What follows belongs to an exercise in optimizing a design on an open flow for small area, a short achievable clock period and few clock cycles per item; a production flow would make more cautious choices.
In this exercise RTL edits were held to simulation tests only and were not proved equivalent to the original.
Power and IR drop assume default switching activity.

==> design.v <==
package kst_pkg;
	localparam int ENTRIES  = 16;
	localparam int KEY_BITS = 64;
	localparam int IDX_W    = $clog2(ENTRIES);
	localparam int CNT_W    = $clog2(ENTRIES + 1);
	typedef enum logic {
		FUNC_SET    = 1'b0,
		FUNC_LOOKUP = 1'b1
	} func_t;
	typedef enum logic [1:0] {
		RC_OK        = 2'd0,
		RC_FULL      = 2'd1,
		RC_NOT_FOUND = 2'd2
	} code_t;
	typedef struct packed {
		logic [KEY_BITS-1:0] key;
		logic [31:0]         addr;
		logic [15:0]         port;
		logic                flag;
	} entry_t;
endpackage
module keyed_status_table (
	input  logic           clk,
	input  logic           arst_n,
	input  logic           req_valid,
	output logic           req_ready,
	input  logic           req_func,
	input  logic [63:0]    req_key,
	input  logic           req_online,
	input  logic [31:0]    req_ip_addr,
	input  logic [15:0]    req_port_num,
	output logic           rsp_valid,
	input  logic           rsp_ready,
	output logic [1:0]     rsp_result_code,
	output logic [31:0]    rsp_found_ip,
	output logic [15:0]    rsp_found_port,
	output logic           rsp_found_online
);
	localparam int N  = kst_pkg::ENTRIES;
	localparam int KW = kst_pkg::KEY_BITS;
	localparam int RW = 32 + 16 + 1;           
	localparam int H  = N / 2;                 
	logic              a_vld;
	logic              a_func;
	logic [KW-1:0]     a_key;
	logic [RW-1:0]     a_rec;
	logic [N-1:0]      a_hv;                    
	logic [N-1:0]      v_q;
	logic [KW-1:0]     k_q [N];
	logic [RW-1:0]     d_q [N];                 
	logic [N-1:0]      d_wr;
	logic              o_vld, s_vld;
	logic [1:0]        o_code, s_code;
	logic [RW-1:0]     o_rec;
	logic [N-1:0]      s_hv;
	logic [N-1:0]      a_rd;                    
	logic [N-1:0]      rd_hv;
	logic              rdy_q;
	logic [N-1:0]      i_hv;
	logic              i_fwd;
	logic              full;
	logic              a_set;
	logic              a_hit;
	logic              a_ins0, a_insh;
	logic              a_wait;
	logic              a_move;
	logic              a_load;
	logic              o_load;
	logic [1:0]        new_code;
	logic [RW-1:0]     new_rec;
	logic [N-1:0]      v_n;
	logic              full_n, a_vld_n, a_wait_n, s_vld_n;
	always_comb begin
		for (int p = 0; p < N; p++)
			i_hv[(p + 1) % N] = v_q[p] && (k_q[p] == req_key);
		i_fwd   = a_key == req_key;
		i_hv[0] = i_hv[0] || (a_ins0 && i_fwd);
		i_hv[H] = i_hv[H] || (a_insh && i_fwd);
	end
	assign full    = &v_q;
	assign a_set   = a_vld && (a_func == kst_pkg::FUNC_SET);
	assign a_hit   = |a_hv;
	assign a_ins0  = a_set && !a_hit && !v_q[N-1];
	assign a_insh  = a_set && !a_hit && v_q[N-1] && !v_q[H-1];
	assign a_wait  = a_set && !a_hit && !full && v_q[N-1] && v_q[H-1];
	assign a_move  = a_vld && !a_wait && (!s_vld || rsp_ready);
	assign a_load  = !a_vld || a_move;
	assign o_load  = !o_vld || rsp_ready;
	assign a_rd  = a_hv & {N{a_func == kst_pkg::FUNC_LOOKUP}};
	assign rd_hv = s_vld ? s_hv : a_rd;
	always_comb begin
		new_rec = '0;
		for (int p = 0; p < N; p++)
			new_rec = new_rec | ((d_q[p] ^ {RW{p % 2 == 1}}) & {RW{rd_hv[p]}});
		if (a_func == kst_pkg::FUNC_LOOKUP)
			new_code = a_hit ? kst_pkg::RC_OK : kst_pkg::RC_NOT_FOUND;
		else
			new_code = (!a_hit && full) ? kst_pkg::RC_FULL : kst_pkg::RC_OK;
	end
	always_ff @(posedge clk or negedge arst_n) begin
		if (!arst_n)
			a_vld <= 1'b0;
		else if (a_load)
			a_vld <= req_valid && req_ready;
	end
	always_ff @(posedge clk) begin
		if (a_load) begin
			a_func <= req_func;
			a_key  <= req_key;
			a_rec  <= {req_ip_addr, req_port_num, req_online};
			a_hv   <= i_hv;
		end else begin
			a_hv   <= {a_hv[N-2:0], a_hv[N-1]} | N'(a_ins0) | (N'(a_insh) << H);
		end
	end
	assign v_n = {v_q[N-2:H], v_q[H-1] || a_insh, v_q[H-2:0], v_q[N-1] || a_ins0};
	always_ff @(posedge clk or negedge arst_n) begin
		if (!arst_n)
			v_q <= '0;
		else
			v_q <= v_n;
	end
	always_comb begin
		for (int p = 0; p < N; p++)
			d_wr[(p + 1) % N] = a_set && a_hv[p] && (!s_vld || rsp_ready);
		d_wr[0] = d_wr[0] || !v_q[N-1];
		d_wr[H] = d_wr[H] || !v_q[H-1];
	end
	always_ff @(posedge clk) begin
		for (int p = 1; p < N; p++)
			k_q[p] <= k_q[p-1];
		k_q[0] <= v_q[N-1] ? k_q[N-1] : a_key;
		k_q[H] <= v_q[H-1] ? k_q[H-1] : a_key;
		for (int p = 0; p < N; p++)
			d_q[p] <= ~(({RW{d_wr[p]}} & ((p % 2 == 1) ? a_rec : ~a_rec))
			          | ({RW{!d_wr[p]}} & d_q[(p + N - 1) % N]));
	end
	always_ff @(posedge clk or negedge arst_n) begin
		if (!arst_n) begin
			o_vld <= 1'b0;
			s_vld <= 1'b0;
		end else begin
			o_vld <= o_load ? (s_vld || a_move) : 1'b1;
			s_vld <= s_vld_n;
		end
	end
	always_ff @(posedge clk) begin
		if (o_load) begin
			o_code <= s_vld ? s_code : new_code;
			o_rec  <= new_rec;
		end
		if (a_move && (s_vld || !o_load)) begin
			s_code <= new_code;
			s_hv   <= {a_rd[N-2:0], a_rd[N-1]};
		end else begin
			s_hv   <= {s_hv[N-2:0], s_hv[N-1]};
		end
	end
	assign full_n   = &v_n;
	assign a_vld_n  = a_load ? (req_valid && req_ready) : a_vld;
	assign a_wait_n = (a_load ? (req_func == kst_pkg::FUNC_SET)
	                          : (a_set && !a_hit && !a_ins0 && !a_insh))
	                  && !full_n && v_n[N-1] && v_n[H-1];
	assign s_vld_n  = o_load ? (s_vld && a_move) : (s_vld || a_move);
	always_ff @(posedge clk or negedge arst_n) begin
		if (!arst_n)
			rdy_q <= 1'b1;
		else
			rdy_q <= !a_vld_n || (!a_wait_n && !s_vld_n);
	end
	assign req_ready        = rdy_q;
	assign rsp_valid        = o_vld;
	assign rsp_result_code  = o_code;
	assign rsp_found_ip     = o_rec[RW-1:17];
	assign rsp_found_port   = o_rec[16:1];
	assign rsp_found_online = o_rec[0];
endmodule
==> run.sh <==
#!/bin/bash
# synth_recipe.tcl (not shown) runs the flow's synth.tcl, then flattens the netlist and writes it again
# the make line also repeats each setting of config.mk as NAME=value (left out here)
make -C /OpenROAD-flow-scripts/flow DESIGN_CONFIG=/design/flow/config.mk WORK_HOME=/design/flow/orfs CLKGATE_MAP_FILE= SYNTH_SCRIPT=/design/flow/synth_recipe.tcl finish
==> config.mk <==
export PLATFORM = sky130hd
export DESIGN_NAME = keyed_status_table
export DESIGN_NICKNAME = keyed_status_table
export VERILOG_FILES = /design/flow/design.v
export SDC_FILE = /design/flow/constraint.sdc
export NUM_CORES = 4
export LEC_CHECK = 0
export CAP_MARGIN = 20
export CORE_MARGIN = 2
export CORE_UTILIZATION = 40
export CTS_CLUSTER_DIAMETER = 80
export CTS_CLUSTER_SIZE = 25
export SETUP_SLACK_MARGIN = 1.8
export SLEW_MARGIN = 20
==> constraint.sdc <==
create_clock -name core_clock -period 4.0 [get_ports {clk}]
set_input_delay 0.8000 -clock core_clock [delete_from_list [all_inputs] [get_ports {clk}]]
set_output_delay 0.8000 -clock core_clock [all_outputs]
set_load 0.01 [all_outputs]
==> results list, run 1 <==
* Combinational group share of total power: 22.0%
- For this block, the routed nets add up to 319000 um of wire.
* Detailed-route DRC error count: 0
* WL met1: 123000 um
- Height of the die: 422 um
- Worst stage delay on the critical path: 0.58 ns
* Sw Pwr: 24.4 mW
- Overall via count from detail_route: 54025
- Highest net fanout along the worst path: 8
- Basic-gate share of the synthesized area counting and, or, nand and nor cells: 7.75%
- Number of port buffers: 170
- The worst setup path is captured at a register.
* Fraction of registers with async set/reset: 0.987%
- Fmax achieved: 399 MHz
- Total global-route track usage: 33.4%
- # IOs: 171
- Count of mapped cells out of synthesis: 6175
* Final number of setup-violating endpoints: 0
- Share of the synthesized area in compound gates (AO/OA/AOI/OAI): 10.2%
- Once detail routing completed, the nets flagged for antenna violations numbered 0.
* Hold Startpoint: k_q[5][36]$_DFF_P_
- The clock reaches the later pin of the worst-skew pair after 0.83 ns.
- The post-route netlist has 23.2% of its cells at a drive strength greater than 1.
- The startpoint identified for the worst register-to-register timing path is s_vld$_DFF_PN0_.
* Clock Tree Buf Depth: 3
* Power share of the clock group: 20.1%
- Required time at the worst-slack endpoint: 4.48 ns
* Total clock sinks: 2027
- For this run, the leading register cell type out of synthesis is sky130_fd_sc_hd__dfxtp_1.
* Number of placed instances, taps included: 8462
* Sum of overflow across all layers after global routing: 0
- In this run the top signal layer used is met5.
- The tightest hold path in the finished design has a slack of 0.353 ns.
- For this configuration, the core starts out at a cell density of 40.2%.
- The synthesized design contains 167 enable-type register cells.
* Worst Setup Path Type: reg -> reg
- Clock-pin slew was measured on the worst setup and hold paths at 0.09 ns.
* # fillers: 15327
* Clock period minus worst slack: 2.51 ns
- Setup repair after global routing could not meet its margin everywhere.
- Entering global routing, the biggest net connects 99 pins.
* DRC marker count from the first detailed-route iteration: 7355
* Row count: 153
* Cell area after synthesis: 70000 um2
- Actual slew at the worst max-slew pin: 1.07 ns
* Hold violation count in the final report: 0
- When the netlist entered floorplanning its net count stood at 6293.
- Net switching fraction of the power: 36.8%
* Sequential area share after synthesis: 60.5%
* Clock tree from TritonCTS: built
* DP HPWL: 208000 um
- Synthesis inferred 2027 register bits.
- The run finished with no timing, DRC or antenna violations.
* Post-route fraction of the period consumed by the critical path: 62.7%
- Data arrival time of the critical path: 2.99 ns
* Layout overhead on the synthesized area: 26.3%
- In the final design database the tool counted 6893 nets.
* Final worst setup slack: 1.49 ns
- Overall power consumption: 66.2 mW
* Mux contribution to synthesized area: 7.62%
* Combinational family with the most area after synthesis: XOR/XNOR gates
* CTS Root Cell: sky130_fd_sc_hd__clkbuf_16
- The critical path starts at s_vld$_DFF_PN0_.
- Xor and xnor area share after synthesis: 10.4%
- Area fraction of the dominant cell type after synthesis: 52.7%
- Vias per cell: 5.88
* Routability congestion estimate from global placement: 1.09
- Worst slack at placement: 0.0675 ns
- Slew Limit Fails: 0
- After detailed placement, the total cell area comes to 75200 um2.
- The slowest stage of the critical path belongs to the cell sky130_fd_sc_hd__dfrtp_4.
- Wire length on met2: 138000 um
* Class of the most critical hold timing path: reg -> reg
* Floorplan die width: 422 um
* Cell types with the largest area share after synthesis: sky130_fd_sc_hd__dfxtp_1 53%, sky130_fd_sc_hd__edfxtp_1 7.2%, sky130_fd_sc_hd__xnor2_1 6.2%, sky130_fd_sc_hd__mux2i_1 5.5%, sky130_fd_sc_hd__xor2_1 4.2%
- For this run, the share of the core covered by cells in the final layout is 50.8%.
- Averaged over all synthesized cells, the footprint is 11.3 um2.
- Worst path cell trace: buf_12 -> nand2_2 -> o21a_4 -> buf_4 -> o22ai_1 -> a221o_1 -> a2111oi_4 -> nand4_1
- In this run the power density over the cells is 748 nW/um2.
* Maxcap violations: 0
- Via count of the first global-routing pass: 50832
- The biggest area contributor in the post-synthesis netlist is sky130_fd_sc_hd__dfxtp_1.
- Worst clock skew on the final layout: 0.0417 ns
- Count of placed standard cells in the final layout, fillers left out: 9187
- H-tree Lvls: 3
* Adder-cell share of the synthesized area: 0%
- Number of antenna violations at the first check in global routing: 14
- Setup tns final: 0 ns
* Post-route cell area: 88400 um2
* Type of element launching the critical path: register
- For this run, the detailed router's first-pass iteration total came to 8.
- Leakage: 37.5 nW
- During synthesis, Yosys emitted a total of 3 warnings.
- Per report_power, the sequential group accounts for 57.9% of the total.
- Routed wire length on met3: 35100 um
- The internal portion of the total power is 41.8 mW.
- The number of different library cells used by synthesis comes to 65.
- Number of buffers added by the clock tree synthesis step: 108
- Slew margin rel.: 28.4%
- The total area inside the core boundary comes to 174000 um2.
* Wire length of the first global-routing pass: 417000 um
- Post-detailed-route wirelength per cell: 34.7 um
- The die covers 178000 um2.
* Maximum vdd drop: 0.424 mV
[cell usage after synthesis, types with 11 or more instances]
| master | n |
|---|---|
| sky130_fd_sc_hd__o2bb2ai_1 | 43 |
| sky130_fd_sc_hd__buf_4 | 24 |
| sky130_fd_sc_hd__a22oi_1 | 47 |
| sky130_fd_sc_hd__clkbuf_1 | 187 |
| sky130_fd_sc_hd__o211ai_1 | 25 |
| sky130_fd_sc_hd__a211oi_1 | 16 |
| sky130_fd_sc_hd__mux2_2 | 130 |
| sky130_fd_sc_hd__buf_2 | 191 |
| sky130_fd_sc_hd__xnor2_1 | 494 |
| sky130_fd_sc_hd__mux2i_1 | 386 |
| sky130_fd_sc_hd__xor2_1 | 336 |
| sky130_fd_sc_hd__a221o_1 | 11 |
| sky130_fd_sc_hd__buf_1 | 50 |
| sky130_fd_sc_hd__nand2b_1 | 40 |
| sky130_fd_sc_hd__a22o_1 | 43 |
| sky130_fd_sc_hd__o2111ai_1 | 13 |
| sky130_fd_sc_hd__nor2_1 | 525 |
| sky130_fd_sc_hd__a2111oi_0 | 42 |
| sky130_fd_sc_hd__inv_2 | 35 |
| sky130_fd_sc_hd__nand3_1 | 30 |
| sky130_fd_sc_hd__nand2_1 | 156 |
| sky130_fd_sc_hd__dfrtp_1 | 19 |
| sky130_fd_sc_hd__o21ai_1 | 23 |
| sky130_fd_sc_hd__dfxtp_1 | 1840 |
| sky130_fd_sc_hd__nor4_1 | 139 |
| sky130_fd_sc_hd__o21ai_0 | 61 |
| sky130_fd_sc_hd__a21oi_1 | 459 |
| sky130_fd_sc_hd__o221ai_1 | 31 |
| sky130_fd_sc_hd__a2bb2oi_1 | 16 |
| sky130_fd_sc_hd__nand4_1 | 193 |
| sky130_fd_sc_hd__o22ai_1 | 157 |
| sky130_fd_sc_hd__edfxtp_1 | 167 |
| sky130_fd_sc_hd__a221oi_1 | 77 |
| sky130_fd_sc_hd__inv_1 | 64 |
| sky130_fd_sc_hd__nor3_1 | 23 |
[power groups by stage]
stage                     Clock (mW)  Combinational (mW)  Sequential [mW]
after floorplan                    0                7.79             33.7
after global placement             0                12.0             37.9
after detailed placement           0                12.0             37.9
after CTS                       13.3                12.9             37.7
after global routing            14.0                14.9             38.8
final                           13.3                14.5             38.3
[placed cells by master, fill, tap and decap left out, types with 22 or more instances in the layout]
cell                              synthesis  layout
sky130_fd_sc_hd__xor2_1                 336     324
sky130_fd_sc_hd__dlymetal6s2s_1           0      23
sky130_fd_sc_hd__nor4_1                 139      85
sky130_fd_sc_hd__a2111oi_4                0      23
sky130_fd_sc_hd__o21ai_0                 61      43
sky130_fd_sc_hd__buf_2                  191      52
sky130_fd_sc_hd__buf_4                   24     446
sky130_fd_sc_hd__o21ai_1                 23      25
sky130_fd_sc_hd__o2bb2ai_1               43      43
sky130_fd_sc_hd__a22oi_1                 47      31
sky130_fd_sc_hd__a221oi_2                 0      32
sky130_fd_sc_hd__o22ai_1                157     132
sky130_fd_sc_hd__nor2_1                 525     503
sky130_fd_sc_hd__a21oi_1                459     451
sky130_fd_sc_hd__xnor2_2                  0      22
sky130_fd_sc_hd__clkbuf_16                0     129
sky130_fd_sc_hd__dfxtp_1               1840    1820
sky130_fd_sc_hd__buf_8                    0      32
sky130_fd_sc_hd__o211ai_1                25      25
sky130_fd_sc_hd__nor4_2                   1      42
sky130_fd_sc_hd__xnor2_1                494     464
sky130_fd_sc_hd__nand2_1                156     117
sky130_fd_sc_hd__buf_6                    6      91
sky130_fd_sc_hd__nand2_4                  0      26
sky130_fd_sc_hd__nand4_1                193     193
sky130_fd_sc_hd__nand2b_1                40      39
sky130_fd_sc_hd__mux2_2                 130     130
sky130_fd_sc_hd__a22o_1                  43      43
sky130_fd_sc_hd__o221ai_1                31      25
sky130_fd_sc_hd__inv_1                   64      55
sky130_fd_sc_hd__mux2i_1                386     386
sky130_fd_sc_hd__clkdlybuf4s50_1          0      55
sky130_fd_sc_hd__a221oi_1                77      45
sky130_fd_sc_hd__edfxtp_1               167     167
sky130_fd_sc_hd__buf_12                   0     155
[state kept, by name (all words and copies together) (netlist names)]
register,flops
a_rec,49
o_vld,1
a_key,64
rdy_q,1
s_hv,16
s_code,2
a_vld,1
a_func,1
d_q,784
a_hv,16
s_vld,1
o_rec,49
k_q,1024
o_code,2
v_q,16
[what timing repair did]
| item | 4_1_cts | 5_1_grt |
|---|---|---|
| gates cloned | 30 | 24 |
| endpoints found under the setup margin | 1036 | 606 |
| hold endpoints to repair | 0 | 16 |
| pin swaps | 131 | 152 |
| resized for setup | 832 | 365 |
| hold buffers | 0 | 1 |
| setup buffers | 303 | 170 |
[worst paths after layout]
| kind | to | slack (ns) | cells after the start |
|---|---|---|---|
| worst min-delay path | k_q[6][36]$_DFF_P_ | 0.35 | 0 |
| worst min register to register | k_q[6][36]$_DFF_P_ | 0.35 | 0 |
| max in group asynchronous | v_q[1]$_DFF_PN0_ | 3.03 | 3 |
| min in group asynchronous | v_q[2]$_DFF_PN0_ | 0.51 | 2 |
| worst max register to register | o_rec[3]$_DFFE_PN_ | 1.49 | 8 |
| worst max-delay path | o_rec[3]$_DFFE_PN_ | 1.49 | 8 |
[critical path, delay by kind of cell, from the launching register on]
family,cells,cell delay [ns]
AOI/OAI and AO/OA,4,0.89
DFF,1,0.58
and+or+nand+nor,2,0.37
buffers and inverters,2,0.36
[routing by layer]
layer	track usage (%)	up-vias
met5	0	-
met4	18.2	10
met3	9.42	892
met2	50.9	3370
met1	42.7	26953
li1	-	22800
[cell families after synthesis]
kind of cell	after synthesis
multiplexers	516
buffers and inverters	560
flip-flops	2027
XOR/XNOR	830
AO/OA/AOI/OAI	1099
AND/OR/NAND/NOR	1143
[cell type report]
class,instances,area [um2],area share [%]
timing repair inverter,4,47.5,0.0538
clock buffer,137,2960,3.35
clock inverter,54,692,0.783
sequential,2027,42400,48.0
multi-input combinational,3592,28200,31.9
inverter,102,502,0.568
timing repair buffer,940,10700,12.1
tap,2325,2910,3.29
antenna,6,15.0,0.0170
Testbench counts, summed over its fixed seeds: cycles 8,178, requests 8,000.
==> run 2, diff against run 1 <==
--- a/config.mk
+++ b/config.mk
@@ -9,3 +9,3 @@
 export CORE_MARGIN = 2
-export CORE_UTILIZATION = 40
+export CORE_UTILIZATION = 48
 export CTS_CLUSTER_DIAMETER = 80
==> results list, run 2 <==
* Status: no timing/DRC/antenna violations
- Distinct cell type count after synthesis: 65 (unchanged)
* Sequential share of power: 58.5% (+0.6 points)
* Clock Tree Buf Depth: 3 (unchanged)
- The count of flip-flops with a built-in enable after synthesis was 167 (unchanged).
* Number of warnings issued by yosys: 3 (unchanged)
* Maximum number of pins on one net before global-route repair: 99 (unchanged)
- The via count came to 54338 (+0.58%).
* Length of the first detailed-routing pass in iterations: 6 (-2)
* Power share of the clock group: 19.1% (-1.0 points)
- Fmax achieved: 408 MHz (+2.4%)
- The violation count after the first detailed-route iteration came to 7598 (+3.3%).
- The critical path's largest stage delay came to 0.42 ns (-0.16 ns).
- Post-route cell area: 86200 um2 (-2.5%)
- The minimum period implied by the final worst setup slack is 2.45 ns (-0.0585 ns).
* Type of destination of the critical path: register
- Slew margin rel.: 47.6% (+19 points)
- The area of placed instances was 74800 um2 (-0.57%).
- Vias per cell: 6.25 (+6.3%)
- Worst clock skew on the final layout: 0.0406 ns (-0.00111 ns)
- The mean instance size in the synthesized netlist came to 11.3 um2 (unchanged).
- Setup tns final: 0 ns (unchanged)
- Sequential area share after synthesis: 60.5% (unchanged)
* Floorplan die width: 386 um (-8.6%)
- Post-route fraction of the period consumed by the critical path: 61.2% (-1.5 points)
* Detailed-route DRC error count: 0 (unchanged)
- Overall power consumption: 65.9 mW (-0.36%)
- The area of the die is 149000 um2 (-17%).
- The wire length of the first global-routing pass was 427000 um (+2.4%).
- The minimum setup slack in the final design is 1.55 ns (+0.0585 ns).
- DP HPWL: 221000 um (+6.5%)
* Hold Worst Slack: 0.356 ns (+0.00285 ns)
- The internal power summed over all cells came to 41.5 mW (-0.67%).
- The path class of the tightest hold or removal check is reg -> reg.
- The H-tree depth is 3 (unchanged).
- The count of antenna-violating nets left after detailed routing came to 0 (unchanged).
- The hold-fix buffer count after cts came to 0 (unchanged).
* Slew Limit Fails: 0 (unchanged)
- Leakage: 36.7 nW (-2.3%)
* Maximum vdd drop: 0.472 mV (+11%)
* Type of element launching the critical path: register
* Total global-route track usage: 42.1% (+8.6 points)
- Clock latency at the later pin of the worst-skew pair: 0.79 ns (-0.04 ns)
* Number of buffers and inverters on the critical path: 7 (+5)
* Count of nets after finishing: 6813 (-1.2%)
* Routed WL: 329000 um (+3.2%)
- Combinational group share of total power: 22.4% (+0.4 points)
- The number of setup violations in the final report was 0 (unchanged).
- Most instantiated library cell after synthesis: sky130_fd_sc_hd__dfxtp_1
* Height of the die: 386 um (-8.6%)
- The initial standard-cell utilization of the core is 48.2% (+7.9 points).
- The critical path goes through buf_4 -> buf_6 -> buf_8 -> nand2_4 -> o21a_4 -> buf_6 -> buf_6 -> buf_12 -> buf_16 -> o21ai_0 -> a221oi_1 -> nand3_1.
- In the layout the commonest cells are 1826 x sky130_fd_sc_hd__dfxtp_1, 515 x sky130_fd_sc_hd__nor2_1, 457 x sky130_fd_sc_hd__a21oi_1.
- The post-synth net total was 6293 (unchanged).
- Cell types with the largest area share after synthesis: sky130_fd_sc_hd__dfxtp_1 53%, sky130_fd_sc_hd__edfxtp_1 7.2%, sky130_fd_sc_hd__xnor2_1 6.2%, sky130_fd_sc_hd__mux2i_1 5.5%, sky130_fd_sc_hd__xor2_1 4.2%
- # IOs: 171 (unchanged)
- The net switching component of the power is 24.4 mW (+0.17%).
- Clock-pin slew of the registers on the worst-case setup and hold paths: 0.10 ns (about the same)
- Count of mapped cells out of synthesis: 6175 (unchanged)
* Area fraction of the dominant cell type after synthesis: 52.7% (unchanged)
- The cell sitting at the root of the clock tree is a sky130_fd_sc_hd__clkbuf_16.
- The required time of the critical path is 4.47 ns (about the same).
* Register bank with the most flops: k_q
* Via count of the first global-routing pass: 50351 (-0.95%)
- The total power divided by cell area came to 765 nW/um2 (+2.2%).
* Count of placed standard cells in the final layout, fillers left out: 8692 (-5.4%)
- Critical path's top delay family: buffers and inverters
- Row count: 140 (-8.5%)
- Of all cell types, the one taking the most synthesized area is sky130_fd_sc_hd__dfxtp_1.
* Worst Setup Path Type: reg -> reg
* Number of port buffers: 170 (unchanged)
- The largest individual stage delay along the critical path comes from the cell sky130_fd_sc_hd__edfxtp_1.
* Maxcap violations: 0 (unchanged)
* Layout Utilization: 59.3% (+8.5 points)
- The proportion of total power due to net switching was 37.0% (+0.20 points).
- The biggest fanout along the worst timing path is 7 (-1).
* Top cell by count, worst path: sky130_fd_sc_hd__buf_6
* Number of placed instances, taps included: 8068 (-4.7%)
- Setup repair after global routing missed its margin: true
* Layout overhead on the synthesized area: 23.2%
- Clock tree from TritonCTS: built
- The fraction of registers with async set or reset after synthesis was 0.987% (unchanged).
- Area inside the core boundary: 145000 um2 (-16%)
* Number of buffers added by the clock tree synthesis step: 102 (-5.6%)
- The global placement routability congestion came to 1.05 (-3.7%).
- The largest registers in the layout are k_q (1024), d_q (784), a_key (64).
* Sum of overflow across all layers after global routing: 0 (unchanged)
- The register bit total from synthesis came to 2027 (unchanged).
- Max FFs per register: 1024 (unchanged)
- Fraction of final layout cells sized beyond drive strength 1: 21.4% (-1.9 points)
* Number of antenna violations at the first check in global routing: 31 (+17)
- Post-detailed-route wirelength per cell: 37.9 um (+9.1%)
- Data arrival time of the critical path: 2.92 ns (-0.07 ns)
* Register-to-register setup slack: 1.55 ns (+0.06 ns)
- Worst slack at placement: -0.0489 ns (-0.116 ns)
- For this run, the leading register cell type out of synthesis is sky130_fd_sc_hd__dfxtp_1.
* Total clock sinks: 2027 (unchanged)
- Leaving out fill and tap cells, the most frequent cell in the layout is sky130_fd_sc_hd__dfxtp_1.
- The commonest cells after synthesis are 1840 x sky130_fd_sc_hd__dfxtp_1, 525 x sky130_fd_sc_hd__nor2_1, 494 x sky130_fd_sc_hd__xnor2_1.
* Actual slew at the worst max-slew pin: 0.783 ns (-0.288 ns)
- The synthesized cell area is 70000 um2 (unchanged).
- Hold violation count in the final report: 0 (unchanged)
## run 2: changes by cell type in the layout (fill, tap and decap cells not counted), moves of 15 or more
cell | before | now
sky130_fd_sc_hd__buf_12 | 155 | 140
sky130_fd_sc_hd__buf_4 | 446 | 405
sky130_fd_sc_hd__dlymetal6s2s_1 | 23 | 5
sky130_fd_sc_hd__o21ai_0 | 43 | 58
sky130_fd_sc_hd__o22ai_1 | 132 | 151
sky130_fd_sc_hd__o22ai_4 | 19 | 2
sky130_fd_sc_hd__xnor2_1 | 464 | 446
## run 2: final timing paths
path,from,to,cells past startpoint
setup / recovery,a_func$_DFFE_PN_,o_rec[14]$_DFFE_PN_,12
hold / removal,k_q[12][52]$_DFF_P_,k_q[13][52]$_DFF_P_,0
setup reg to reg,a_func$_DFFE_PN_,o_rec[14]$_DFFE_PN_,12
hold reg to reg,k_q[12][52]$_DFF_P_,k_q[13][52]$_DFF_P_,0
max in group asynchronous,arst_n,rdy_q$_DFF_PN1_,2
min in group asynchronous,arst_n,v_q[7]$_DFF_PN0_,2
## run 2: worst register-to-register path: stages, from the launching register on
cell and delay [ns]:
sky130_fd_sc_hd__edfxtp_1 0.42, sky130_fd_sc_hd__buf_4 0.16, sky130_fd_sc_hd__buf_6 0.12, sky130_fd_sc_hd__buf_8 0.13, sky130_fd_sc_hd__nand2_4 0.06, sky130_fd_sc_hd__o21a_4 0.25, sky130_fd_sc_hd__buf_6 0.13, sky130_fd_sc_hd__buf_6 0.09
sky130_fd_sc_hd__buf_12 0.13, sky130_fd_sc_hd__buf_16 0.14, sky130_fd_sc_hd__o21ai_0 0.08, sky130_fd_sc_hd__a221oi_1 0.22, sky130_fd_sc_hd__nand3_1 0.21
## run 2: cells by family after synthesis
logic type / count (synthesis) / share of synthesized area [%]
muxes: 516 / 7.62
xor gates and xnor gates: 830 / 10.4
buffers and inverters: 560 / 3.55
AOI/OAI and AO/OA: 1099 / 10.2
and+or+nand+nor: 1143 / 7.75
DFF: 2027 / 60.5
## run 2: routing by layer
| metal | vias up | global-route usage [%] | wire, um |
|---|---|---|---|
| li1 | 22638 | - | - |
| met1 | 26902 | 54.0 | 125000 |
| met2 | 3762 | 64.5 | 143000 |
| met3 | 1010 | 9.23 | 35100 |
| met4 | 26 | 26.0 | 25500 |
| met5 | - | 0 | 177 |
## run 2: repair_timing
item                                     CTS  global route
endpoints found under the setup margin  1038           379
pin swaps                                 98           133
endpoints found under the hold margin      0             0
gates resized for setup                  758           311
gates cloned                              31            25
buffers inserted                         261           123
## run 2: area by class of cell
cell class,instances,area (um2)
flip-flops and latches,2027,42400
diodes,10,25.0
repair buffers,868,9890
clock inverters,39,484
multi-input cells,3591,27600
fillers,11981,59100
clock buffers,135,2860
inverters,102,489
well taps,1917,2400
repair inverters,3,31.3
## run 2: power groups by stage
stage / Sequential, mW / Clock [mW] / Combinational [mW]
5_1_grt: 38.9 / 13.3 / 15.1
6_report: 38.6 / 12.6 / 14.7
2_1_floorplan: 33.7 / 0 / 7.79
4_1_cts: 38.0 / 12.6 / 13.2
3_5_place_dp: 38.3 / 0 / 11.8
3_3_place_gp: 38.4 / 0 / 11.9
==> run 3, diff against run 2 <==
--- a/config.mk
+++ b/config.mk
@@ -12,2 +12,3 @@
 export CTS_CLUSTER_SIZE = 25
+export PLACE_DENSITY = 0.65
 export SETUP_SLACK_MARGIN = 1.8
==> results list, run 3 <==
* Hold Worst Slack: 0.355 ns (-0.000965 ns)
- Effective utilization at floorplan: 48.2% (unchanged)
- The post-synth net total came to 6293 (unchanged).
- Synth Flop Type: sky130_fd_sc_hd__dfxtp_1
- Routability congestion estimate from global placement: 1.07 (+2.0%)
- The number of flip-flops in the largest register was 1024 (unchanged).
* Highest net fanout along the worst path: 7 (unchanged)
- Most used standard cells in the synthesized netlist: 1840 x sky130_fd_sc_hd__dfxtp_1, 525 x sky130_fd_sc_hd__nor2_1, 494 x sky130_fd_sc_hd__xnor2_1
- Worst slack at placement: 0.0259 ns (+0.0749 ns)
- The final sum of negative setup slack was 0 ns (unchanged).
- Net switching fraction of the power: 37.7% (+0.63 points)
- The minimum period implied by the final worst setup slack is 2.53 ns (+0.0790 ns).
* Type of element launching the critical path: register
* Distinct cell type count after synthesis: 65 (unchanged)
- The relative slew slack is 33.7% (-14 points).
- The count of flip-flops with a built-in enable after synthesis came to 167 (unchanged).
- The number of setup violations in the final report came to 0 (unchanged).
- Count of state elements after synthesis: 2027 (unchanged)
* Status: no timing/DRC/antenna violations
- Height of the die: 386 um (unchanged)
- Vias per cell: 6.42 (+2.7%)
- The post-synthesis share of cell area spent on full adders, half adders and majority gates is 0% (unchanged).
- The internal power summed over all cells came to 41.8 mW (+0.82%).
* Overall via count from detail_route: 56616 (+4.2%)
- Clock Tree Buf Depth: 3 (unchanged)
- The fraction of registers with async set or reset after synthesis came to 0.987% (unchanged).
- The final cell count without fillers was 8819 (+1.5%).
- Cell accounting for the most synthesized area: sky130_fd_sc_hd__dfxtp_1
- Number of warnings issued by yosys: 3 (unchanged)
- Total cell area at the placement stage: 75400 um2 (+0.83%)
- Count of nets after finishing: 6924 (+1.6%)
* # fillers: 11546 (-3.6%)
- DRC marker count from the first detailed-route iteration: 7912 (+4.1%)
* Total clock sinks: 2027 (unchanged)
- Setup repair after global routing missed its margin: true
- Cell types with the largest area share after synthesis: sky130_fd_sc_hd__dfxtp_1 53%, sky130_fd_sc_hd__edfxtp_1 7.2%, sky130_fd_sc_hd__xnor2_1 6.2%, sky130_fd_sc_hd__mux2i_1 5.5%, sky130_fd_sc_hd__xor2_1 4.2%
* Type of destination of the critical path: register
* # IOs: 171 (unchanged)
* Combinational family with the most area after synthesis: XOR/XNOR gates
- The total congestion overflow after global routing came to 0 (unchanged).
- H-tree Lvls: 3 (unchanged)
- Xor and xnor area share after synthesis: 10.4% (unchanged)
* Combinational group share of total power: 22.6% (+0.2 points)
- Register-to-register setup slack: 1.47 ns (-0.08 ns)
- The first-pass iteration count of the detailed router was 8 (+2).
- The area of the core came to 145000 um2 (unchanged).
* Cell area after synthesis: 70000 um2 (unchanged)
- Count of mapped cells out of synthesis: 6175 (unchanged)
- The utilization after layout came to 60.5% (+1.1 points).
* Via count of the first global-routing pass: 52087 (+3.4%)
* Leakage: 37.6 nW (+2.5%)
* Sequential share of power: 58.5% (about the same)
* Detailed-route DRC error count: 0 (unchanged)
* Syn avg cell area: 11.3 um2 (unchanged)
* Post-route fraction of the period consumed by the critical path: 63.2% (+2.0 points)
* Sw Pwr: 25.3 mW (+3.6%)
- Number of placed instances, taps included: 8109 (+0.51%)
- Share of the synthesized area in compound gates (AO/OA/AOI/OAI): 10.2% (unchanged)
* Ratio of total power to cell area: 765 nW/um2 (about the same)
- Final worst setup slack: 1.47 ns (-0.0790 ns)
- Ranked by flip-flop count, first place goes to k_q.
- Clock tree from TritonCTS: built
* Fraction of final layout cells sized beyond drive strength 1: 22.8% (+1.4 points)
- The wire length of the first global-routing pass came to 448000 um (+4.9%).
- Routed Antenna Nets: 0 (unchanged)
- The number of I/O port buffers was 170 (unchanged).
- Required time at the worst-slack endpoint: 4.48 ns (about the same)
- Worst clock skew on the final layout: 0.0304 ns (-0.0102 ns)
- The highest clock rate is 395 MHz (-3.1%).
* CTS Root Cell: sky130_fd_sc_hd__clkbuf_16
- The routed wire length per instance is 40.3 um (+6.3%).
- The total wirelength of the detailed-routed design is 355000 um (+7.8%).
* Worst Setup Path Type: reg -> reg
- The horizontal extent of the die was 386 um (unchanged).
- DIE AREA: 149000 um2 (unchanged)
- The peak ir drop on the vdd network was 0.441 mV (-6.4%).
* Maxcap violations: 0 (unchanged)
- The post-synthesis sequential area ratio is 60.5% (unchanged).
* Most instantiated library cell after synthesis: sky130_fd_sc_hd__dfxtp_1
* Power share of the clock group: 18.9% (-0.2 points)
- The post-route total power came to 67.1 mW (+1.8%).
- The area share of the largest cell type after synthesis is 52.7% (unchanged).
* Basic-gate share of the synthesized area counting and, or, nand and nor cells: 7.75% (unchanged)
* Row count: 140 (unchanged)
- Hold violation count in the final report: 0 (unchanged)
- Data arrival time of the critical path: 3.01 ns (+0.09 ns)
- Number of buffers added by the clock tree synthesis step: 103 (+0.98%)
* Total global-route track usage: 44.4% (+2.3 points)
- The largest registers in the layout are k_q (1024), d_q (784), a_key (64).
- The area growth from synthesis to layout is 25.5%.
- The worst-skew pair later-pin latency came to 0.78 ns (about the same).
- The clock-pin slew on the worst setup and hold paths is 0.11 ns (about the same).
- Slew Limit Fails: 0 (unchanged)
* Actual slew at the worst max-slew pin: 0.984 ns (+0.201 ns)
* Mux contribution to synthesized area: 7.62% (unchanged)
- Maximum number of pins on one net before global-route repair: 68 (-31%)
- Leaving out fill and tap cells, the most frequent cell in the layout is sky130_fd_sc_hd__dfxtp_1.
- DP HPWL: 231000 um (+4.3%)
- The tightest min-delay check is of the reg -> reg type.
* Post-route cell area: 87800 um2 (+1.9%)
* Number of antenna violations at the first check in global routing: 32 (+3.2%)
- Commonest cells after routing, fill and taps aside: 1819 x sky130_fd_sc_hd__dfxtp_1, 505 x sky130_fd_sc_hd__nor2_1, 457 x sky130_fd_sc_hd__a21oi_1
[run 3: cell types whose count changed in the layout (fill, tap and decap cells not counted), moves of 8 or more]
cell / delta
sky130_fd_sc_hd__a22oi_1: -8
sky130_fd_sc_hd__nor4_4: -8
sky130_fd_sc_hd__buf_16: +14
sky130_fd_sc_hd__clkbuf_16: +15
sky130_fd_sc_hd__buf_4: +45
sky130_fd_sc_hd__diode_2: +9
sky130_fd_sc_hd__nor4_1: +15
sky130_fd_sc_hd__buf_6: +11
sky130_fd_sc_hd__buf_12: +19
sky130_fd_sc_hd__nor2_2: +8
sky130_fd_sc_hd__a22oi_2: +8
sky130_fd_sc_hd__nor2_1: -10
[run 3: power groups by stage]
stage	Clock, mW	Combinational [mW]	Sequential [mW]
after floorplan	0	7.79	33.7
after detailed placement	0	12.0	38.7
after CTS	12.7	13.3	38.4
after global routing	13.4	15.5	39.5
after global placement	0	12.0	38.8
final	12.7	15.2	39.3
[run 3: final timing paths]
path | startpoint | end | depth (start not counted)
min reg2reg | k_q[12][43]$_DFF_P_ | k_q[13][43]$_DFF_P_ | 0
min | k_q[12][43]$_DFF_P_ | k_q[13][43]$_DFF_P_ | 0
min in group asynchronous | arst_n | v_q[1]$_DFF_PN0_ | 2
max in group asynchronous | arst_n | rdy_q$_DFF_PN1_ | 2
max reg2reg | s_vld$_DFF_PN0_ | o_rec[5]$_DFFE_PN_ | 12
max | s_vld$_DFF_PN0_ | o_rec[5]$_DFFE_PN_ | 12
[run 3: final cells by class]
class	count	area [um2]	share of cell area, %
well taps	1917	2400	2.73
diodes	19	47.5	0.0541
clock buffers	145	2960	3.37
repair inverters	3	51.3	0.0584
clock inverters	37	443	0.504
inverters	102	513	0.584
repair buffers	974	11400	13.0
flip-flops and latches	2027	42400	48.3
multi-input cells	3595	27600	31.4
[run 3: repair_timing]
action                                  in CTS  in global routing
pin swaps                                  136                122
gates resized for setup                    747                333
buffers inserted                           339                 96
hold buffers                                 0                  0
cloned                                      30                 44
endpoints found under the setup margin    1037                495
[run 3: kinds of logic after synthesis]
| group | Yosys count |
|---|---|
| buffers and inverters | 560 |
| muxes | 516 |
| AOI/OAI and AO/OA | 1099 |
| DFF | 2027 |
| xor gates and xnor gates | 830 |
| and+or+nand+nor | 1143 |
[run 3: layer usage]
layer  GRT usage (%)  share of wire (%)
met1            55.4                 36
met2            67.5                 42
met3            10.6                 11
met4            31.6                 10
met5               0              0.050
[run 3: worst max-delay path: stages (launching register included)]
cell and delay [ns]:
sky130_fd_sc_hd__dfrtp_4 0.47, sky130_fd_sc_hd__buf_12 0.13, sky130_fd_sc_hd__buf_12 0.13, sky130_fd_sc_hd__buf_6 0.10, sky130_fd_sc_hd__buf_6 0.09, sky130_fd_sc_hd__o21ai_4 0.08
sky130_fd_sc_hd__buf_6 0.13, sky130_fd_sc_hd__buf_12 0.14, sky130_fd_sc_hd__buf_4 0.17, sky130_fd_sc_hd__nand2_1 0.07, sky130_fd_sc_hd__o21ai_0 0.18, sky130_fd_sc_hd__a221oi_1 0.31
sky130_fd_sc_hd__nand4_1 0.23
==> run 4, diff against run 3 <==
--- a/config.mk
+++ b/config.mk
@@ -12,4 +12,3 @@
 export CTS_CLUSTER_SIZE = 25
-export PLACE_DENSITY = 0.65
-export SETUP_SLACK_MARGIN = 1.8
+export SETUP_SLACK_MARGIN = 1.6
 export SLEW_MARGIN = 20
==> results list, run 4 <==
- The violation count after the first detailed-route iteration was 6223 (-21%).
- Sum of overflow across all layers after global routing: 0 (unchanged)
* Worst clock skew on the final layout: 0.0305 ns (+0.000114 ns)
- Wire length of the first global-routing pass: 401000 um (-10%)
- The worst setup path is of the in -> reg kind.
- The clock-pin slew on the worst setup and hold paths is 0.10 ns (about the same).
- The global placement routability congestion is 1.06 (-0.86%).
- Post-route fraction of the period consumed by the critical path: 64.8% (+1.5 points)
- Floorplan die width: 386 um (unchanged)
- Layout overhead on the synthesized area: 17.1%
- Clock tree from TritonCTS: built
* R2R cell count: 8 (-4)
- The post-synthesis sequential area ratio is 60.5% (unchanged).
- For this run, the leading register cell type out of synthesis is sky130_fd_sc_hd__dfxtp_1.
- Regs by FF count: k_q (1024), d_q (784), a_key (64)
- The count of antenna-violating nets left after detailed routing is 0 (unchanged).
- Leaving out fill and tap cells, the most frequent cell in the layout is sky130_fd_sc_hd__dfxtp_1.
- The worst register-to-register path begins at s_vld$_DFF_PN0_.
- Syn avg cell area: 11.3 um2 (unchanged)
* Most used standard cells in the synthesized netlist: 1840 x sky130_fd_sc_hd__dfxtp_1, 525 x sky130_fd_sc_hd__nor2_1, 494 x sky130_fd_sc_hd__xnor2_1
* Actual slew at the worst max-slew pin: 0.867 ns (-0.117 ns)
- Setup repair after global routing could not meet its margin everywhere.
- The highest clock rate was 386 MHz (-2.4%).
- The final hold violation count is 0 (unchanged).
* Slowest cell on crit path: sky130_fd_sc_hd__nor4_1
- DIE AREA: 149000 um2 (unchanged)
- The area of the core is 145000 um2 (unchanged).
* Number of port buffers: 170 (unchanged)
- Critical path's top delay family: simple AND/OR/NAND/NOR gates
* Highest net fanout along the worst path: 8 (+1)
- Type of element launching the critical path: input pin
- The flow ran to the end and the layout has no timing, DRC or antenna violations.
- The post-synthesis cell count came to 6175 (unchanged).
* Clock Tree Buf Depth: 3 (unchanged)
- The peak ir drop on the vdd network came to 0.478 mV (+8.3%).
- Via count of the first global-routing pass: 48630 (-6.6%)
- The static leakage came to 34.8 nW (-7.3%).
- Number of buffers and inverters on the critical path: 2 (-5)
- DP HPWL: 208000 um (-10%)
- Cell types with the largest area share after synthesis: sky130_fd_sc_hd__dfxtp_1 53%, sky130_fd_sc_hd__edfxtp_1 7.2%, sky130_fd_sc_hd__xnor2_1 6.2%, sky130_fd_sc_hd__mux2i_1 5.5%, sky130_fd_sc_hd__xor2_1 4.2%
* Slew Limit Fails: 0 (unchanged)
- The depth of the worst hold-timing path was 0 (unchanged).
- CTS Root Cell: sky130_fd_sc_hd__clkbuf_16
- The worst-skew pair later-pin latency was 0.77 ns (about the same).
* Cell accounting for the most synthesized area: sky130_fd_sc_hd__dfxtp_1
- H-tree Lvls: 3 (unchanged)
- The critical path starts at req_key[21].
- Data arrival time of the critical path: 3.26 ns (+0.25 ns)
* Detailed-route DRC error count: 0 (unchanged)
- The first-pass iteration count of the detailed router is 6 (-2).
- The post-synth net total is 6293 (unchanged).
- For hold timing, the worst endpoint is k_q[12][41]$_DFF_P_.
- Commonest cells after routing, fill and taps aside: 1829 x sky130_fd_sc_hd__dfxtp_1, 523 x sky130_fd_sc_hd__nor2_1, 472 x sky130_fd_sc_hd__xnor2_1
- The relative slew slack was 42.0% (+8.3 points).
- The total power divided by cell area came to 775 nW/um2 (+1.3%).
* Cell area after synthesis: 70000 um2 (unchanged)
* Type of destination of the critical path: register
- Max FFs per register: 1024 (unchanged)
* Overall via count from detail_route: 51858 (-8.4%)
- Required time at the worst-slack endpoint: 4.67 ns (+0.19 ns)
- Traced cell by cell, the critical path runs through dlygate4sd2_1 -> buf_4 -> xnor2_1 -> nand4_1 -> nor4_1 -> nand4_1 -> o31ai_1.
- The post-route total power is 63.5 mW (-5.5%).
* Most instantiated library cell after synthesis: sky130_fd_sc_hd__dfxtp_1
- The number of sinks on the clock net was 2027 (unchanged).
- Hold Startpoint: k_q[11][41]$_DFF_P_
* Fraction of registers with async set/reset: 0.987% (unchanged)
* Effective utilization at floorplan: 48.2% (unchanged)
- The number of buffers added by the clock tree synthesis step came to 101 (-1.9%).
* # fillers: 12400 (+7.4%)
- Height of the die: 386 um (unchanged)
- The number of warning messages in the yosys log came to 3 (unchanged).
- The cell that appears most often on the critical path is sky130_fd_sc_hd__nand4_1.
- R2R Path End: o_rec[11]$_DFFE_PN_
* Number of flops mapped to enable cells by yosys: 167 (unchanged)
- Row count: 140 (unchanged)
- The routed wire length per instance is 35.8 um (-11%).
* Total global-route track usage: 39.2% (-5.2 points)
- Area fraction of the dominant cell type after synthesis: 52.7% (unchanged)
- Number of antenna violations at the first check in global routing: 19 (-41%)
- Counting flops per register, the top entry is k_q.
- The final hold slack came to 0.357 ns (+0.00246 ns).
* Count of state elements after synthesis: 2027 (unchanged)
* Maximum number of pins on one net before global-route repair: 99 (+46%)
* # IOs: 171 (unchanged)
* Fraction of final layout cells sized beyond drive strength 1: 15.4% (-7.4 points)
* Distinct cell type count after synthesis: 65 (unchanged)
- Worst stage delay on the critical path: 0.54 ns (+0.07 ns)
* Routed WL: 303000 um (-15%)
- Clock period minus worst slack: 2.59 ns (+0.0615 ns)
- The min-delay analysis places its worst path in the category reg -> reg.
- The setup slack of the worst register-to-register path came to 1.53 ns (+0.06 ns).
- The post-layout net count came to 6589 (-4.8%).
* Final number of setup-violating endpoints: 0 (unchanged)
* Vias per cell: 6.12 (-4.6%)
- Maxcap violations: 0 (unchanged)
run 4: cell counts after synthesis:
Identical to the previous run, type by type.
run 4: cell families (layout without fill, tap and decap cells):
kind of cell,after synthesis,after routing,share of synthesized area [%]
muxes,516,516,7.62
other,0,11,0
and+or+nand+nor,1143,1143,7.75
xor gates and xnor gates,830,830,10.4
AOI/OAI and AO/OA,1099,1102,10.2
DFF,2027,2027,60.5
buffers and inverters,560,925,3.55
run 4: area by class of cell:
cell class / count / area (um2) / area share [%]
sequential: 2027 / 42400 / 51.7
multi-input combinational: 3591 / 26500 / 32.4
timing repair buffer: 647 / 6940 / 8.47
clock buffer: 131 / 2710 / 3.31
tap: 1917 / 2400 / 2.93
clock inverter: 44 / 489 / 0.597
inverter: 102 / 420 / 0.513
antenna: 11 / 27.5 / 0.0336
timing repair inverter: 1 / 8.76 / 0.0107
run 4: worst max path at each step:
stage                               end  slack (ns)  depth (start not counted)
floorplan              a_hv[15]$_DFF_P_        1.64                          7
global placement        a_hv[9]$_DFF_P_       -0.20                          8
detailed placement      a_hv[9]$_DFF_P_       -0.07                          8
CTS                     a_hv[9]$_DFF_P_        1.40                          8
global route        o_rec[23]$_DFFE_PN_        1.45                          8
finish                  a_hv[9]$_DFF_P_        1.41                          7
run 4: power breakdown:
part	internal, mW	leakage, nW	switching (mW)
Clock	5.20	1.57	7.02
Sequential	29.5	17.5	8.57
Combinational	5.84	15.8	7.36
Total	40.5	34.8	23.0
run 4: worst reg2reg max path, cell delays in order (launching register included):
cell and delay [ns]:
sky130_fd_sc_hd__dfrtp_4 0.56, sky130_fd_sc_hd__buf_12 0.18, sky130_fd_sc_hd__nand2_1 0.10, sky130_fd_sc_hd__o21ai_4 0.18, sky130_fd_sc_hd__buf_4 0.21, sky130_fd_sc_hd__a2bb2oi_1 0.15
sky130_fd_sc_hd__o211ai_1 0.12, sky130_fd_sc_hd__a2111oi_1 0.38, sky130_fd_sc_hd__nand3_1 0.28
run 4: per-stage QoR:
step | TNS [ns] | util [%] | worst slack, ns | area (um2) | cells
global route | 0 | 56.4 | 1.45 | 81900 | 8461
detailed placement | -0.0668 | 51.5 | -0.0668 | 74800 | 8053
floorplan | 0 | - | 1.64 | 70000 | 6175
global placement | -0.199 | 51.5 | -0.199 | 74800 | 8053
finish | 0 | 56.4 | 1.41 | 81900 | 8471
CTS | 0 | 55.0 | 1.40 | 79900 | 8337
run 4: repair_timing:
item                                    in CTS  in global routing
endpoints found under the setup margin     753                187
pin swaps                                   35                 69
cloned                                      13                 11
setup buffers                               96                112
gates resized for setup                    251                203
hold buffers                                 0                  0
run 4: layer usage:
metal	GRT usage, %	share of wire, %
met1	51.0	39
met2	60.3	44
met3	8.96	9.9
met4	21.6	7.3
met5	0	0.015
==> run 5, diff against run 4 <==
--- a/config.mk
+++ b/config.mk
@@ -9,6 +9,6 @@
 export CORE_MARGIN = 2
-export CORE_UTILIZATION = 48
+export CORE_UTILIZATION = 44
 export CTS_CLUSTER_DIAMETER = 80
 export CTS_CLUSTER_SIZE = 25
-export SETUP_SLACK_MARGIN = 1.6
+export SETUP_SLACK_MARGIN = 1.9
 export SLEW_MARGIN = 20
==> results list, run 5 <==
- The run finished with no timing, DRC or antenna violations.
- The global router's overall resource usage was 39.1% (-0.12 points).
- The setup slack of the worst register-to-register path is 1.44 ns (-0.09 ns).
- The min-delay analysis places its worst path in the category reg -> reg.
- The post-route DRC violation count was 0 (unchanged).
- Clock tree synthesis selected as its root buffer the cell sky130_fd_sc_hd__clkbuf_16.
- Number of buffers added by the clock tree synthesis step: 105 (+4.0%)
* Maximum vdd drop: 0.547 mV (+14%)
- Cell area after synthesis: 70000 um2 (unchanged)
- The reported max-cap violation count was 0 (unchanged).
- Count of mapped cells out of synthesis: 6175 (unchanged)
* Maximum number of pins on one net before global-route repair: 99 (unchanged)
* Most used standard cells in the synthesized netlist: 1840 x sky130_fd_sc_hd__dfxtp_1, 525 x sky130_fd_sc_hd__nor2_1, 494 x sky130_fd_sc_hd__xnor2_1
- Fraction of final layout cells sized beyond drive strength 1: 27.1% (+12 points)
- Synth Flop Type: sky130_fd_sc_hd__dfxtp_1
- STA classifies the critical path endpoint as a register.
* # IOs: 171 (unchanged)
- The area of placed instances came to 75300 um2 (+0.65%).
- Floorplan die width: 403 um (+4.4%)
* Worst Setup Path Type: reg -> reg
- Hold Worst Slack: 0.328 ns (-0.0292 ns)
* Top cell by count, worst path: sky130_fd_sc_hd__buf_16
- The initial antenna violation count is 26 (+7).
- The required time of the critical path is 4.43 ns (-0.24 ns).
- Distinct cell type count after synthesis: 65 (unchanged)
* Type of element launching the critical path: register
* Data arrival time of the critical path: 2.99 ns (-0.27 ns)
* Post-route cell area: 91700 um2 (+12%)
* Total clock sinks: 2027 (unchanged)
- The H-tree depth came to 3 (unchanged).
- Effective utilization at floorplan: 44.2% (-4.0 points)
* Number of port buffers: 170 (unchanged)
* Routed WL: 383000 um (+26%)
- Ratio of total power to cell area: 736 nW/um2 (-5.0%)
* Clock period minus worst slack: 2.56 ns (-0.0276 ns)
- Count of nets after finishing: 6958 (+5.6%)
- Worst reg2reg path startpoint: s_vld$_DFF_PN0_
- Overall power consumption: 67.5 mW (+6.3%)
- In the layout the commonest cells are 1827 x sky130_fd_sc_hd__dfxtp_1, 448 x sky130_fd_sc_hd__xnor2_1, 389 x sky130_fd_sc_hd__buf_4.
- Yosys instantiated no cell more often than sky130_fd_sc_hd__dfxtp_1.
* Regs by FF count: k_q (1024), d_q (784), a_key (64)
- The total congestion overflow after global routing is 0 (unchanged).
* Layout overhead on the synthesized area: 31.0%
* Final number of setup-violating endpoints: 0 (unchanged)
- Length of the first detailed-routing pass in iterations: 8 (+2)
* Hold violation count in the final report: 0 (unchanged)
- The slew at the pin closest to its max-slew limit was 0.958 ns (+0.0911 ns).
* Sequential area share after synthesis: 60.5% (unchanged)
* Post-route fraction of the period consumed by the critical path: 64.1% (-0.69 points)
- The area share of the largest cell type after synthesis was 52.7% (unchanged).
* Syn avg cell area: 11.3 um2 (unchanged)
* DRC marker count from the first detailed-route iteration: 9609 (+54%)
* Most common cell after layout, fill and taps aside: sky130_fd_sc_hd__dfxtp_1
- Post-detailed-route wirelength per cell: 42.6 um (+19%)
* Wire length of the first global-routing pass: 436000 um (+8.6%)
- Slew margin rel.: 35.9% (-6.1 points)
- The number of global-route vias before repair came to 51100 (+5.1%).
- Cell accounting for the most synthesized area: sky130_fd_sc_hd__dfxtp_1
- The critical path's largest stage delay is 0.54 ns (about the same).
- The largest clock skew in the final design was 0.0526 ns (+0.0222 ns).
* Highest net fanout along the worst path: 8 (unchanged)
- Count of state elements after synthesis: 2027 (unchanged)
- Worst path cell trace: buf_6 -> buf_16 -> nand2_4 -> o21a_4 -> buf_12 -> buf_16 -> o22ai_1 -> a2111oi_2 -> nand4_1
- Area inside the core boundary: 158000 um2 (+8.9%)
- Routed Antenna Nets: 0 (unchanged)
* Number of warnings issued by yosys: 3 (unchanged)
- Max FFs per register: 1024 (unchanged)
- The half-perimeter wire length of the detailed placement result is 219000 um (+5.6%).
- Slowest cell on crit path: sky130_fd_sc_hd__dfrtp_4
- The utilization after layout came to 57.9% (+1.5 points).
- Clock Tree Buf Depth: 3 (unchanged)
- End point of the most critical hold path: k_q[13][28]$_DFF_P_
- The depth of the worst hold-timing path is 0 (unchanged).
* R2R cell count: 9 (+1)
- The count of flip-flops with a built-in enable after synthesis is 167 (unchanged).
- The endpoint identified for the worst register-to-register timing path is o_rec[1]$_DFFE_PN_.
- The worst-skew pair later-pin latency is 0.82 ns (+0.05 ns).
- Overall via count from detail_route: 58800 (+13%)
- Cell types with the largest area share after synthesis: sky130_fd_sc_hd__dfxtp_1 53%, sky130_fd_sc_hd__edfxtp_1 7.2%, sky130_fd_sc_hd__xnor2_1 6.2%, sky130_fd_sc_hd__mux2i_1 5.5%, sky130_fd_sc_hd__xor2_1 4.2%
* Net count after synthesis: 6293 (unchanged)
- The global placement routability congestion came to 1.04 (-2.5%).
- Setup repair after global routing missed its margin: true
- The fraction of registers with async set or reset after synthesis came to 0.987% (unchanged).
- Clock tree from TritonCTS: built
- Register bank with the most flops: k_q
* Fmax achieved: 390 MHz (+1.1%)
* Height of the die: 403 um (+4.4%)
* DIE AREA: 162000 um2 (+9.0%)
- The static leakage is 38.4 nW (+10%).
- The number of placement rows is 146 (+4.3%).
* Clock-pin slew of the registers on the worst-case setup and hold paths: 0.10 ns (about the same)
* Slew Limit Fails: 0 (unchanged)
- Vias per cell: 6.53 (+6.7%)
* Hold Startpoint: k_q[12][28]$_DFF_P_
[run 5: changes by cell type in the layout (fill, tap and decap cells not counted), moves of 49 or more]
cell / previous run / this run
sky130_fd_sc_hd__buf_4: 323 / 389
sky130_fd_sc_hd__nor2_1: 523 / 332
sky130_fd_sc_hd__buf_6: 37 / 102
sky130_fd_sc_hd__nor2_4: 0 / 154
sky130_fd_sc_hd__clkbuf_16: 114 / 186
sky130_fd_sc_hd__buf_16: 5 / 54
sky130_fd_sc_hd__buf_12: 85 / 183
sky130_fd_sc_hd__a21oi_1: 458 / 374
sky130_fd_sc_hd__a21oi_2: 0 / 84
[run 5: how the worst max path moves through the flow]
stage,start,endpoint,cells after the start
6_report,s_vld$_DFF_PN0_,o_rec[1]$_DFFE_PN_,9
5_1_grt,s_vld$_DFF_PN0_,o_rec[1]$_DFFE_PN_,9
4_1_cts,o_rec[3]$_DFFE_PN_,rsp_found_port[2],1
3_5_place_dp,req_key[30],a_hv[15]$_DFF_P_,8
3_3_place_gp,req_key[30],a_hv[15]$_DFF_P_,8
2_1_floorplan,req_key[43],a_hv[15]$_DFF_P_,7
[run 5: worst max-delay path: cells and delay by family (launching register included)]
kind,cells,cell delay (ns)
simple gates,2,0.44
flops,1,0.54
buf+inv,4,0.57
compound gates,3,0.65
[run 5: timing repair]
action                     4_1_cts  5_1_grt
hold buffers                     0        0
pin swaps                      118      134
setup endpoints to repair     1041      752
gates resized for setup        824      776
gates cloned                    40      127
setup buffers                  284      116
[run 5: layout make-up]
type	count	area, um2
antenna	15	37.5
clock buffer	130	2840
clock inverter	55	627
fill	12548	66500
inverter	102	499
multi-input combinational	3597	29500
sequential	2027	42400
tap	2072	2590
timing repair buffer	1005	13200
timing repair inverter	2	20.0
[run 5: routing by layer]
layer	up-vias	global-route usage (%)	share of wire [%]	routed length (um)
met2	5159	59.9	41	155000
li1	23032	-	-	-
met3	2005	8.79	13	50800
met4	34	22.1	11	42100
met5	-	0	0.078	299
met1	28570	50.9	35	135000
[run 5: cells by family after synthesis]
group / count (synthesis) / synth area share [%]
AO/OA/AOI/OAI: 1099 / 10.2
XOR/XNOR: 830 / 10.4
buffers and inverters: 560 / 3.55
flip-flops: 2027 / 60.5
multiplexers: 516 / 7.62
AND/OR/NAND/NOR: 1143 / 7.75
[run 5: where the power goes]
| group | switching [mW] | internal [mW] | leakage (nW) |
|---|---|---|---|
| logic | 8.77 | 6.81 | 19.2 |
| registers | 9.47 | 29.5 | 17.5 |
| clock network | 7.53 | 5.39 | 1.69 |
[run 5: through the flow]
stage / setup TNS, ns / std cells / worst slack [ns]
2_1_floorplan: 0 / 6175 / 1.81
3_3_place_gp: -0.191 / 8238 / -0.191
3_5_place_dp: -0.184 / 8238 / -0.184
4_1_cts: 0 / 8747 / 1.65
5_1_grt: 0 / 8993 / 1.47
6_report: 0 / 9005 / 1.44
==> run 6, diff against run 5 <==
--- a/config.mk
+++ b/config.mk
@@ -9,6 +9,6 @@
 export CORE_MARGIN = 2
-export CORE_UTILIZATION = 44
+export CORE_UTILIZATION = 51
 export CTS_CLUSTER_DIAMETER = 80
 export CTS_CLUSTER_SIZE = 25
-export SETUP_SLACK_MARGIN = 1.9
+export SETUP_SLACK_MARGIN = 1.8
 export SLEW_MARGIN = 20
==> results list, run 6 <==
* Total global-route track usage: 44.0% (+4.9 points)
- GR met2 Demand/Resource: 67.5% (+7.7 points)
- The largest registers in the layout are k_q (1024), d_q (784), a_key (64).
* Slowest cell on crit path: sky130_fd_sc_hd__dfrtp_4
- The largest clock skew in the final design came to 0.0336 ns (-0.0190 ns).
- The final hold violation count came to 0 (unchanged).
* Total cell area at the placement stage: 74700 um2 (-0.83%)
* Effective utilization at floorplan: 51.5% (+7.3 points)
- STA classifies the critical path startpoint as a register.
* Row count: 135 (-7.5%)
* Class of the most critical hold timing path: reg -> reg
- Distinct cell type count after synthesis: 65 (unchanged)
* Count of state elements after synthesis: 2027 (unchanged)
- Type of destination of the critical path: register
* Number of port buffers: 170 (unchanged)
* Clock tree from TritonCTS: built
- Number of flops mapped to enable cells by yosys: 167 (unchanged)
- Ratio of total power to cell area: 746 nW/um2 (+1.4%)
* Status: no timing/DRC/antenna violations
- Peak-usage layer in the global routing report: met2
- The global placement routability congestion is 1.04 (about the same).
* Fraction of registers with async set/reset: 0.987% (unchanged)
* Area inside the core boundary: 136000 um2 (-14%)
- Worst Setup Path Type: reg -> reg
- DRC marker count from the first detailed-route iteration: 8002 (-17%)
- Clock-pin slew of the registers on the worst-case setup and hold paths: 0.11 ns (about the same)
- Overall power consumption: 64.8 mW (-3.9%)
* Slew margin rel.: 34.3% (-1.6 points)
* Actual slew at the worst max-slew pin: 0.981 ns (+0.0232 ns)
- The total wirelength of the detailed-routed design came to 330000 um (-14%).
* DP HPWL: 212000 um (-3.4%)
- The critical path's largest stage delay came to 0.47 ns (-0.07 ns).
- The worst-skew pair later-pin latency was 0.77 ns (-0.05 ns).
- CTS Root Cell: sky130_fd_sc_hd__clkbuf_16
- Number of warnings issued by yosys: 3 (unchanged)
* Most instantiated library cell after synthesis: sky130_fd_sc_hd__dfxtp_1
- Leakage: 37.1 nW (-3.4%)
* Max FFs per register: 1024 (unchanged)
- The met3 capacity usage during global routing came to 10.6% (+1.8 points).
* Number of antenna violations at the first check in global routing: 17 (-35%)
- The cell depth of the worst flop-to-flop path came to 10 (+1).
- Adder-cell share of the synthesized area: 0% (unchanged)
- Net count after synthesis: 6293 (unchanged)
- The routed wire length per instance came to 38.4 um (-9.8%).
* Length of the first detailed-routing pass in iterations: 9 (+1)
- The post-synthesis sequential area ratio is 60.5% (unchanged).
- Detailed-route DRC error count: 0 (unchanged)
- The final count of pins violating max slew was 0 (unchanged).
- The critical path goes through buf_6 -> buf_6 -> buf_6 -> buf_6 -> o21a_4 -> buf_8 -> buf_4 -> o22ai_1 -> a2111oi_2 -> nand4_1.
- Basic-gate share of the synthesized area counting and, or, nand and nor cells: 7.75% (unchanged)
* Share of the synthesized area in compound gates (AO/OA/AOI/OAI): 10.2% (unchanged)
- Number of buffers added by the clock tree synthesis step: 98 (-6.7%)
* Vias per cell: 6.41 (-1.9%)
* Final number of setup-violating endpoints: 0 (unchanged)
- Syn avg cell area: 11.3 um2 (unchanged)
* Xor and xnor area share after synthesis: 10.4% (unchanged)
- Setup repair after global routing could not meet its margin everywhere.
- The highest clock rate came to 402 MHz (+3.1%).
- # IOs: 171 (unchanged)
- Routed Antenna Nets: 0 (unchanged)
* Wire length of the first global-routing pass: 425000 um (-2.5%)
- Ranked by flip-flop count, first place goes to k_q.
* Sum of overflow across all layers after global routing: 0 (unchanged)
- Required time at the worst-slack endpoint: 4.44 ns (about the same)
- The final worst-path cycle share is 62.1% (-1.9 points).
- The final sum of negative setup slack is 0 ns (unchanged).
- Via count of the first global-routing pass: 50968 (-0.26%)
- Clock Tree Buf Depth: 3 (unchanged)
- The top cell types in the final layout, fill and taps aside, are 1828 x sky130_fd_sc_hd__dfxtp_1, 512 x sky130_fd_sc_hd__nor2_1, 458 x sky130_fd_sc_hd__xnor2_1.
- The reported max-cap violation count came to 0 (unchanged).
- The fraction of synthesized area in multiplexers came to 7.62% (unchanged).
- The post-synthesis cell count is 6175 (unchanged).
- Height of the die: 374 um (-7.0%)
* Cell types with the largest area share after synthesis: sky130_fd_sc_hd__dfxtp_1 53%, sky130_fd_sc_hd__edfxtp_1 7.2%, sky130_fd_sc_hd__xnor2_1 6.2%, sky130_fd_sc_hd__mux2i_1 5.5%, sky130_fd_sc_hd__xor2_1 4.2%
- Combinational family with the most area after synthesis: XOR/XNOR gates
- Worst hold stages: 0 (unchanged)
* Maximum number of pins on one net before global-route repair: 99 (unchanged)
- Post-route cell area: 86800 um2 (-5.3%)
* Maximum vdd drop: 0.541 mV (-1.1%)
- Most used standard cells in the synthesized netlist: 1840 x sky130_fd_sc_hd__dfxtp_1, 525 x sky130_fd_sc_hd__nor2_1, 494 x sky130_fd_sc_hd__xnor2_1
- # fillers: 10596 (-16%)
- Clock period minus worst slack: 2.48 ns (-0.0778 ns)
* H-tree Lvls: 3 (unchanged)
* Data arrival time of the critical path: 2.92 ns (-0.07 ns)
- The area share of the largest cell type after synthesis was 52.7% (unchanged).
- Cell area after synthesis: 70000 um2 (unchanged)
- Top cell by count, worst path: sky130_fd_sc_hd__buf_6
- The share of layout cells above drive strength 1 came to 22.3% (-4.8 points).
- Total clock sinks: 2027 (unchanged)
- DIE AREA: 140000 um2 (-14%)
- Cell accounting for the most synthesized area: sky130_fd_sc_hd__dfxtp_1
* Floorplan die width: 374 um (-7.0%)
* Count of nets after finishing: 6860 (-1.4%)
- The library cell used most frequently in the layout, excluding fill and tap cells, is sky130_fd_sc_hd__dfxtp_1.
- The most used flip-flop cell after synthesis is sky130_fd_sc_hd__dfxtp_1.
- Layout overhead on the synthesized area: 24.1%
- Overall via count from detail_route: 55081 (-6.3%)
- The global routing usage on met1 came to 55.3% (+4.3 points).
* Highest net fanout along the worst path: 4 (-4)
run 6: cell counts after synthesis:
Identical to the previous run, type by type.
run 6: area by class of cell:
class / count / area [um2] / share of cell area, %
Sequential cell: 2027 / 42400 / 48.8
Multi-Input combinational cell: 3597 / 28100 / 32.3
Timing Repair Buffer: 913 / 10600 / 12.2
Clock buffer: 135 / 2700 / 3.10
Tap cell: 1781 / 2230 / 2.57
Inverter: 102 / 463 / 0.533
Clock inverter: 29 / 335 / 0.386
Timing Repair inverter: 3 / 52.6 / 0.0605
Antenna cell: 9 / 22.5 / 0.0259
run 6: per-layer routing:
metal / wire [um] / share of wire, % / vias up
li1: - / - / 22736
met1: 121000 / 37 / 26965
met2: 143000 / 43 / 4112
met3: 36100 / 11 / 1254
met4: 29800 / 9.0 / 14
met5: 96 / 0.029 / -
run 6: worst paths after layout:
| path | startpoint | to | slack (ns) |
|---|---|---|---|
| worst max-delay path | s_vld$_DFF_PN0_ | o_rec[16]$_DFFE_PN_ | 1.52 |
| worst max register to register | s_vld$_DFF_PN0_ | o_rec[16]$_DFFE_PN_ | 1.52 |
| max in group asynchronous | arst_n | rdy_q$_DFF_PN1_ | 3.28 |
| worst min-delay path | k_q[12][52]$_DFF_P_ | k_q[13][52]$_DFF_P_ | 0.34 |
| worst min register to register | k_q[12][52]$_DFF_P_ | k_q[13][52]$_DFF_P_ | 0.34 |
| min in group asynchronous | arst_n | v_q[12]$_DFF_PN0_ | 0.39 |
run 6: cell families (layout without fill, tap and decap cells):
kind of cell / count (synthesis) / after routing
AOI/OAI and AO/OA: 1099 / 1107
xor gates and xnor gates: 830 / 830
buffers and inverters: 560 / 1182
DFF: 2027 / 2027
muxes: 516 / 516
other: 0 / 9
and+or+nand+nor: 1143 / 1144
run 6: metrics by stage:
step                hold WS (ns)  setup WS (ns)  utilization (%)  cells
floorplan                  0.331           1.79                -   6175
global placement           0.337          0.290             55.0   7925
detailed placement         0.340          0.317             55.0   7925
CTS                        0.325           1.62             61.6   8431
global route               0.346           1.55             63.9   8587
finish                     0.338           1.52             64.0   8596
run 6: power by group:
part / total (mW) / switching, mW / internal (mW)
logic: 14.3 / 7.85 / 6.44
registers: 38.6 / 9.11 / 29.5
clock network: 11.9 / 6.87 / 5.05
run 6: repair_timing:
action | CTS | global route
endpoints found under the setup margin | 1041 | 287
buffers inserted | 297 | 126
hold buffers | 0 | 0
pin swaps | 154 | 154
gates cloned | 45 | 30
gates resized for setup | 822 | 341
endpoints found under the hold margin | 0 | 0
run 6: critical path, delay by kind of cell, from the launching register on:
family                 cells  cell delay (ns)
buffers and inverters      6             0.72
AO/OA/AOI/OAI              3             0.66
AND/OR/NAND/NOR            1             0.29
flip-flops                 1             0.47

afterwards: timing with drivers on the ports:
How much do the figures lean on ideal ports? The routed layouts below were timed once more, with nothing changed but the port constraints.
Step 1, drivers: a clkbuf_16 drives clk and a buf_2 each remaining input, both assumed.
Step 2, shift: input delay + t, output delay - t, t = (earliest + latest rising clock arrival at the registers) / 2. This alone moves slack from input paths to output paths.
a / b / c = no drivers / after step 1 / after step 2; a / b = the first two.
run | t (ns) | slack for setup (ns)
run 1 | 0.893 | 1.492 / 1.492 / 0.893
run 2 | 0.855 | 1.550 / 1.550 / 0.813
run 3 | 0.846 | 1.471 / 1.471 / 0.846
run 4 | 0.841 | 1.410 / 1.480 / 0.640
run 5 | 0.879 | 1.438 / 1.438 / 0.730
run 6 | 0.832 | 1.515 / 1.504 / 0.794
After both steps setup and hold are still met in every run listed.
